Context: an optimization exercise on an open-source flow, tuned for small area. The choices shown serve that exercise and are no tape-out recipe.
Only simulation tests tie the RTL to the original design; equivalence was not proved.
No activity file was given, so power comes from the tool's default toggle rates.

$ cat design/flow/config.mk
export PLATFORM = sky130hd
export DESIGN_NAME = data_mem_v2
export DESIGN_NICKNAME = data_mem_v2
export VERILOG_FILES = /design/flow/design.v
export SDC_FILE = /design/flow/constraint.sdc
export NUM_CORES = 4
export LEC_CHECK = 0
export CAP_MARGIN = 20
export CORE_MARGIN = 2
export CORE_UTILIZATION = 45
export SLEW_MARGIN = 20
$ cat design/flow/constraint.sdc
create_clock -name core_clock -period 14.0 [get_ports {clk}]
set_input_delay 2.8000 -clock core_clock [delete_from_list [all_inputs] [get_ports {clk}]]
set_output_delay 2.8000 -clock core_clock [all_outputs]
set_load 0.01 [all_outputs]
$ cat design/flow/design.v
package data_mem_pkg;
    typedef enum logic {
        CLEAR = 1'b0,
        READY = 1'b1
    } state_t;
    localparam int READ_FIRST  = 0;
    localparam int WRITE_FIRST = 1;
    function automatic int ptr_width(input int depth);
        ptr_width = (depth > 1) ? $clog2(depth) : 1;
    endfunction
endpackage
module data_mem_clear_fsm
#(
    parameter int DEPTH = 256,
    parameter int PTR_W = data_mem_pkg::ptr_width(DEPTH)
) (
    input  logic             i_clk,
    input  logic             i_rst_n,
    input  logic             i_clear_req,
    output logic             o_sweep_we,
    output logic [PTR_W-1:0] o_sweep_addr,
    output logic             o_busy
);
    localparam logic [PTR_W-1:0] LAST = PTR_W'(DEPTH - 1);
    data_mem_pkg::state_t           r_state;
    data_mem_pkg::state_t           w_state_nxt;
    logic [PTR_W-1:0] r_clr_ptr;
    logic [PTR_W-1:0] w_clr_ptr_nxt;
    always_ff @(negedge i_clk) begin
        if (!i_rst_n) begin
            r_state   <= data_mem_pkg::CLEAR;
            r_clr_ptr <= '0;
        end else begin
            r_state   <= w_state_nxt;
            r_clr_ptr <= w_clr_ptr_nxt;
        end
    end
    always_comb begin
        w_state_nxt   = r_state;
        w_clr_ptr_nxt = r_clr_ptr;
        case (r_state)
            data_mem_pkg::CLEAR: begin
                if (r_clr_ptr == LAST) begin
                    w_state_nxt = data_mem_pkg::READY;
                end else begin
                    w_clr_ptr_nxt = r_clr_ptr + 1'b1;
                end
            end
            data_mem_pkg::READY: begin
                if (i_clear_req) begin
                    w_state_nxt   = data_mem_pkg::CLEAR;
                    w_clr_ptr_nxt = '0;
                end
            end
            default: begin
                w_state_nxt   = data_mem_pkg::CLEAR;
                w_clr_ptr_nxt = '0;
            end
        endcase
    end
    assign o_busy       = (r_state == data_mem_pkg::CLEAR);
    assign o_sweep_we   = (r_state == data_mem_pkg::CLEAR);
    assign o_sweep_addr = r_clr_ptr;
endmodule
module data_mem_v2
#(
    parameter int                DATA_W    = 32,
    parameter int                ADDR_W    = 7,
    parameter int                DEPTH     = 96,
    parameter int                READ_MODE = data_mem_pkg::WRITE_FIRST,
    parameter logic [DATA_W-1:0] INIT_VAL  = 32'h5A5A_0F0F
) (
    input  logic                clk,
    input  logic                rst_n,
    input  logic [ADDR_W-1:0]   address,
    input  logic                write_enable,
    input  logic [DATA_W/8-1:0] byte_en,
    input  logic [DATA_W-1:0]   data_input,
    input  logic                read_enable,
    output logic [DATA_W-1:0]   data_output,
    output logic                read_valid,
    input  logic                clear_req,
    output logic                busy,
    output logic                addr_err
);
    localparam int                NB    = DATA_W / 8;
    localparam int                PTR_W = data_mem_pkg::ptr_width(DEPTH);
    localparam logic [ADDR_W:0]   LIMIT = (ADDR_W + 1)'(DEPTH);
    logic [DATA_W-1:0] r_mem [DEPTH];
    logic [DATA_W-1:0] r_data_output;
    logic              r_read_valid;
    logic              r_addr_err;
    logic              w_sweep_we;
    logic [PTR_W-1:0]  w_sweep_addr;
    logic              w_busy;
    logic              w_in_range;
    logic [PTR_W-1:0]  w_idx;
    logic              w_active;
    logic              w_wr;
    logic              w_rd;
    logic              w_rd_oor;
    logic              w_oor;
    logic [DATA_W-1:0] w_old;
    logic [DATA_W-1:0] w_merged;
    data_mem_clear_fsm #(
        .DEPTH (DEPTH),
        .PTR_W (PTR_W)
    ) u_clear_fsm (
        .i_clk        (clk),
        .i_rst_n      (rst_n),
        .i_clear_req  (clear_req),
        .o_sweep_we   (w_sweep_we),
        .o_sweep_addr (w_sweep_addr),
        .o_busy       (w_busy)
    );
    assign w_in_range = {1'b0, address} < LIMIT;
    assign w_idx      = address[PTR_W-1:0];
    assign w_active   = rst_n && !w_busy && !clear_req;
    assign w_wr       = w_active && write_enable && w_in_range;
    assign w_rd       = w_active && read_enable && w_in_range;
    assign w_rd_oor   = w_active && read_enable && !w_in_range;
    assign w_oor      = w_active && (write_enable || read_enable) && !w_in_range;
    assign w_old      = r_mem[w_idx];
    always_comb begin
        w_merged = w_old;
        for (int i = 0; i < NB; i++) begin
            if (byte_en[i]) begin
                w_merged[8*i +: 8] = data_input[8*i +: 8];
            end
        end
    end
    always_ff @(negedge clk) begin
        if (rst_n && w_sweep_we) begin
            r_mem[w_sweep_addr] <= INIT_VAL;
        end else if (w_wr) begin
            r_mem[w_idx] <= w_merged;
        end
    end
    always_ff @(negedge clk) begin
        if (!rst_n) begin
            r_data_output <= '0;
            r_read_valid  <= 1'b0;
            r_addr_err    <= 1'b0;
        end else begin
            r_read_valid <= w_rd || w_rd_oor;
            r_addr_err   <= w_oor;
            if (w_rd) begin
                r_data_output <= (READ_MODE == data_mem_pkg::WRITE_FIRST && w_wr) ? w_merged : w_old;
            end else if (w_rd_oor) begin
                r_data_output <= '0;
            end
        end
    end
    assign data_output = r_data_output;
    assign read_valid  = r_read_valid;
    assign addr_err    = r_addr_err;
    assign busy        = w_busy;
endmodule
$ cat design/flow/run.sh
#!/bin/bash
# synth_recipe.tcl (not shown) runs the flow's synth.tcl, then flattens the netlist and writes it again
# the make line also repeats each setting of config.mk as NAME=value (left out here)
make -C /OpenROAD-flow-scripts/flow DESIGN_CONFIG=/design/flow/config.mk WORK_HOME=/design/flow/orfs CLKGATE_MAP_FILE= SYNTH_SCRIPT=/design/flow/synth_recipe.tcl finish
==> impl_metrics.csv <==
group,metric,value,unit
outcome,outcome,"complete, no violations",
route,vias_per_cell,5.71,
logic_synthesis,async_reset_ff_frac,0,
logic_synthesis,syn_nets,5240,
worst_hold_path,hold_depth,1,
logic_synthesis,synth_top_cell_area_share,0.770,
route,first_iter_violations,9377,
logic_synthesis,synth_top_family_by_area,"multiplexers",
logic_synthesis,netlist_instances,5191,
setup_path,worstSetupEndpointType,"flip-flop",
logic_synthesis,yosys_warnings,2,
logic_synthesis,netlist-cell-type-count,63,
clock_network,h-tree-depth,5,
setup_path,slowest_stage,"a22oi_1",
worst_hold_path,holdCritStartpoint,"r_data_output[29]",
timing,tightest_slew,1180,ps
power_and_ir_drop,finalPower,23.5,mW
die,rows,189,
logic_synthesis,ys.flop_type,"edfxtp_1",
logic_synthesis,syn_area,0.120,mm^2
die,initial_utilization,0.452,
route,ant_nets,0,
setup_path,r2r_slack,10370,ps
setup_path,slowest_delay,730,ps
global_routing,grt_pass1_wl,518,mm
layout,syn_to_final_growth,27.8,%
setup_path,critPathMaxFanout,64,
global_routing,antenna_found_initial,17,
setup_path,worstPathArrival,6410,ps
global_routing,grt-busiest-layer,"met2",
setup_path,path_delay_family,"buffers and inverters",
logic_synthesis,synthTopCellsByArea,"edfxtp_1 (77%), mux4_2 (16%), mux2i_1 (0.93%), dfxtp_1 (0.70%), nand2_1 (0.60%)",
route,drt-pass1-iter-count,10,
setup_path,crit_buf_inv,4,
timing,maxSlewHeadroom,0.210,
worst_hold_path,hold_path_class,"flip-flop to flip-flop",
worst_hold_path,hold_end,"r_data_output[29]",
setup_path,cp_cell_sequence,"buf_16 > buf_12 > mux4_2 > mux2i_1 > mux4_2 > a22oi_1 > buf_4 > nand3b_1 > a21oi_4 > buf_12",
setup_path,ff2ff_path_depth,8,
logic_synthesis,yosysTopAreaCell,"edfxtp_1",
global_routing,grt_util_all_layers,0.274,
clock_network,clk_latency,980,ps
die,core,0.265,mm^2
die,die-area,0.270,mm^2
logic_synthesis,synth_edf_count,3072,
setup_path,r2r-start,"u_clear_fsm.r_state",
logic_synthesis,synth-simple-area-share,0.0171,
timing,final_hold_viol_count,0,
global_routing,grt_pass1_vias,78900,
setup_path,critPathLaunchType,"input port",
logic_synthesis,synth_mux_area_frac,0.173,
timing,fin_ws,1250,ps
power_and_ir_drop,ir_worst_vdd,0.145,mV
power_and_ir_drop,power_density,154,mW/mm^2
setup_path,crit_required,7660,ps
logic_synthesis,syn_area_per_cell,23.1,um^2
clock_network,numClockSinks,3114,
timing,rsz0062_at_grt,"false",
clock_network,hold_buffers,0,
route,vias,72500,
clock_network,cts_tree,"built",
logic_synthesis,yosys_register_bits,3114,
global_routing,grt_max_degree,97,
route,routed_wl,372,mm
timing,final-setup-viol-count,0,
global_routing,met2_usage,0.414,
die,die_width,520,um
clock_network,clk_path_buf_depth,4,
global_routing,grt_util_met1,0.350,
global_routing,grt_overflow,0,
route,drcViolationCount,0,
die,io-pin-count,83,
global_routing,grt_util_met3,0.0927,
clock_network,postCtsSetupRepairBufs,0,
logic_synthesis,ys_seq_area_frac,0.777,
logic_synthesis,synthAdderAreaFrac,0.000104,
placed_design,post-place-ws,289,ps
layout,final_nets,8960,
timing,slew_violations,0,
die,die_y,520,um
timing,finClkSkew,87.8,ps
route,avgRoutedWirePerCell,29.3,um
clock_network,cts-root-buf,"clkbuf_16",
logic_synthesis,synth_compound_area_frac,0.0192,
placed_design,gp_congestion,0.897,
timing,hold_slack,445,ps
flow_run,cap_viol_max_count,0,
clock_network,clk_pin_slew_worst_paths,30,ps
setup_path,timing.rr.end,"r_mem[26][2]",
power_and_ir_drop,leakagePower,61.3,nW
setup_path,crit_type,"input port to flip-flop",
layout,drive_above_1_share,0.219,
logic_synthesis,synth-xor-area-share,0.000219,
clock_network,cts_buffers,352,
placed_design,dpl.hpwl,209,mm
placed_design,port_buffers,82,
clock_network,cts-resized-gates,0,
==> placed cells by master, fill, tap and decap left out, types with 53 or more instances in the layout <==
cell / n
clkdlybuf4s50_1: 75
clkbuf_16: 361
clkinvlp_2: 79
mux2i_1: 111
nand2_1: 188
a32oi_1: 53
edfxtp_1: 3072
inv_1: 3213
buf_12: 142
mux4_2: 863
buf_4: 311
nor2_4: 100
==> routing by layer <==
metal  vias up  routed length, um
met5         -                 25
met2      4412             177000
li1      29700                  -
met1     37700             140000
met4         4              14600
met3       646              39400
==> cell usage after synthesis, types with 16 or more instances <==
cell type and number:
edfxtp_1 3072, mux4_2 863, nand2_1 191, nor2_1 152, mux2i_1 111, clkbuf_1 104, buf_2 81, buf_4 73
a21oi_1 57, a32oi_1 53, o21ai_0 52, dfxtp_1 42, a22oi_1 31, buf_1 21, a32o_1 20, nand3_1 20
mux2_2 19, nand2b_1 19, a22o_1 16
==> power by group <==
group          internal (mW)  switching [mW]  total, mW
Combinational          0.242           0.397      0.639
Sequential              10.2         0.00420       10.2
Clock                   6.75            5.93       12.7
Total                   17.2            6.33       23.5
==> flip-flops by register name, indices dropped and copies added (netlist names) <==
register and flops:
r_read_valid 1, u_clear_fsm.r_clr_ptr 7, r_data_output 32, u_clear_fsm.r_state 1, r_addr_err 1, r_mem 3072
==> through the flow <==
stage | std cells | util | area [um^2] | setup TNS, ps
after floorplan | 5191 | - | 120000 | -746090
after global placement | 8971 | 0.490 | 130000 | 0
after detailed placement | 8971 | 0.490 | 130000 | 0
after CTS | 12700 | 0.577 | 153000 | 0
after global routing | 12700 | 0.578 | 153000 | 0
final | 12700 | 0.578 | 153000 | 0
==> worst max path at each step <==
stage	from	endpoint	cells after the start
final	address[0]	r_mem[48][16]	10
after global routing	address[0]	r_mem[7][15]	9
after CTS	address[0]	r_mem[59][29]	8
after detailed placement	address[0]	r_mem[56][29]	8
after global placement	address[0]	r_mem[62][29]	8
after floorplan	address[2]	r_mem[0][31]	10
==> kinds of logic after synthesis <==
| group | count (synthesis) |
|---|---|
| multiplexers | 993 |
| flip-flops | 3114 |
| AND/OR/NAND/NOR | 463 |
| AO/OA/AOI/OAI | 316 |
| buffers and inverters | 301 |
| adder cells (fa/ha/maj) | 1 |
| XOR/XNOR | 3 |
==> layout make-up <==
type,instances,area [um^2]
Clock inverter,3353,14100
Tap cell,3533,4420
Fill cell,20300,112000
Clock buffer,361,9030
Antenna cell,10,25.0
Multi-Input combinational cell,1776,26300
Inverter,17,71.3
Timing Repair Buffer,536,6060
Sequential cell,3114,93100
